This is an optimization exercise on Yosys and OpenROAD, whose aim is small area, a short achievable clock period and few clock cycles per item, not a production implementation. Function was checked by simulation only, so behaviour that the tests miss may differ from the original.

== run a ==
==> flow/design.v (excerpt) <==
module oxygen_cell_calibrate_and_mod #(
    parameter int CAL_SAMPLES = 10
) (
    input  logic                                  clk,
    input  logic                                  rst_n,
    input  logic                                  in_valid,
    output logic                                  in_stall,
    input  logic                                  opcode,
    input  logic signed [ocm_pkg::SAMPLE_W-1:0]   sample,
    output logic                                  out_valid,
    input  logic                                  out_stall,
    output logic [ocm_pkg::O2_W-1:0]              o2_tenths,
    output logic [ocm_pkg::DEPTH_W-1:0]           depth_normal_tenths,
    output logic [ocm_pkg::DEPTH_W-1:0]           depth_tech_tenths,
    output logic                                  calibration_done,
    output logic                                  not_calibrated,
    input  logic                                  cfg_valid,
    output logic                                  cfg_ready,
    input  logic [ocm_pkg::CFG_IDX_W-1:0]         cfg_index,
    input  logic [ocm_pkg::CFG_W-1:0]             cfg_data
);
    logic [7:0]  air_reg;
    logic [14:0] ln_reg, lt_reg;
    logic [19:0] acc_reg;
  ...
Size in the first run: ~4800 cells after synthesis, about 720 flip-flops, about 77 I/O pins.
Settings: LEC_CHECK=0, CAP_MARGIN=20, CORE_MARGIN=2, CORE_UTILIZATION=60, SETUP_SLACK_MARGIN=1.5, SLEW_MARGIN=20; clock period 6.0 ns.
run.sh (not shown) runs the stock make flow with config.mk's settings and CLKGATE_MAP_FILE= SYNTH_SCRIPT=/design/flow/synth_recipe.tcl, a recipe that flattens the netlist after the stock synthesis.
Testbench counts of run a, summed over its fixed seeds: cycles 1,408, items 1,280.
[inputs] run b vs run a
# run a
export LEC_CHECK = 0
export CAP_MARGIN = 20
export CORE_MARGIN = 2
export CORE_UTILIZATION = 60
export SETUP_SLACK_MARGIN = 1.5
export SLEW_MARGIN = 20
create_clock -name core_clock -period 6.0 [get_ports {clk}]
# run b
export LEC_CHECK = 0
export CAP_MARGIN = 20
export CORE_MARGIN = 2
export CORE_UTILIZATION = 66
export SETUP_SLACK_MARGIN = 1.5
export SLEW_MARGIN = 20
create_clock -name core_clock -period 6.0 [get_ports {clk}]
- Between run a and run b, the worst setup slack is higher for run a.
- Run comparison: run b endpoint of the most critical setup path rt_s13[5]; run a endpoint of the most critical setup path rt_s11[3]
- Looking only at first-pass GRT wire length, and setting everything else aside, the higher value of run a and run b goes to run b.
- Run comparison: run b launching instance or port of the critical path o2_s12[0]; run a launching instance or port of the critical path o2_s10[0]
- Summary of run b over run a: layout clock buffer count picked up an extra about 2%, final standard cell area without fillers saw an increase, number of gates given a new drive strength after cts grew by 10%.
- Die footprint, run a and run b: lower on run b

* * *

oxygen_cell_calibrate_and_mod again, from the RTL that the note above started with.
clock: 6.0 ns
lec_check: 0
cap_margin: 20
core_margin: 2
core_utilization: 40
setup_slack_margin: 1.5
slew_margin: 20
The first run passed the timing, design-rule and antenna checks.
Testbench counts at the start, summed over its fixed seeds: cycles 1,408, items 1,280.
Rerun with:
CAP_MARGIN = 5   (was 20)
CORE_UTILIZATION = 60   (was 40)
SLEW_MARGIN = 5   (was 20)
Outcome: The new run passed the timing, design-rule and antenna checks. Clock-buffer cell count came out lower by 15. Hold slack gains 36 ps. Global-route usage is higher by 7.7 points. Clock skew falls by 29 ps. Cell count went down by 9.7%. Sequential share of layout area goes up by 0.83 points. Synthesized area stays the same. Final area came out lower by 2.5%. Die area went down by 33%.

* * *

lane 1:
oxygen_cell_calibrate_and_mod again, from the RTL that the note above started with.
clock: 6.0 ns
lec_check: 0
cap_margin: 20
core_margin: 2
core_utilization: 60
setup_slack_margin: 1.5
slew_margin: 20
tns_end_percent: 20
Lane 1 completed end to end with timing, DRC and antenna clean.
Testbench counts of lane 1, summed over its fixed seeds: cycles 1,408, items 1,280.
The following lists how lane 2 was set up differently from lane 1:
Settings: putting CTS_BUF_LIST at sky130_fd_sc_hd__clkbuf_4 sky130_fd_sc_hd__clkbuf_8 where nothing was set; clearing TNS_END_PERCENT, which used to be 20; putting CTS_CLUSTER_SIZE at 30 where nothing was set.
[summary]
Lane 2: final hold slack is 0.011 ns higher than what lane 1 reported. Between lane 2 and lane 1, it is lane 2 whose via total after detailed routing is higher, by 387. Delta(fill cell total of the finished layout, lane 2 - lane 1) > 0. Start point of the critical path: o2_s11[0] -> lane 2, o2_s14[1] -> lane 1. Wire length of the first global-routing pass of lane 2 is on par with lane 1. NOTE: post-cts resize count in lane 2 exceeds that of lane 1. Between lane 1 and lane 2, the flow reports finished layout cell area increasing slightly. The weighted congestion at the end of routability-driven global placement of lane 2 is lower than that of lane 1.

==> afterwards: timing with drivers on the ports <==
How much do the figures lean on ideal ports? The routed layouts below were timed once more, with nothing changed but the port constraints.
Step 1 sets driving cells, clkbuf_16 on the clock port and buf_2 on the other inputs (assumed; they add their load-dependent delay and slew).
Step 2 times the ports against the registers' clock, not the clock port: input delays grow and output delays shrink by t, the midpoint of the rising clock arrivals with the driver on.
Three values: ideal ports, drivers, drivers and shift; two values: the first two.
| run | shift t [ns] | setup slack, ns | worst slew at a driven data input, ns |
|---|---|---|---|
| run a | 0.720 | 1.332 / 1.332 / 1.332 | 0.05 |
| run b | 0.713 | 1.102 / 1.102 / 1.102 | 0.04 |
| the first run of note 2 | 0.764 | 1.231 / 1.231 / 1.231 | 0.07 |
| the second run of note 2 | 0.720 | 1.332 / 1.332 / 1.332 | 0.05 |
| lane 1 | 0.734 | 1.206 / 1.206 / 1.206 | 0.05 |
| lane 2 | 0.887 | 1.314 / 1.314 / 1.314 | 0.05 |
After both steps every run listed still meets setup and hold.
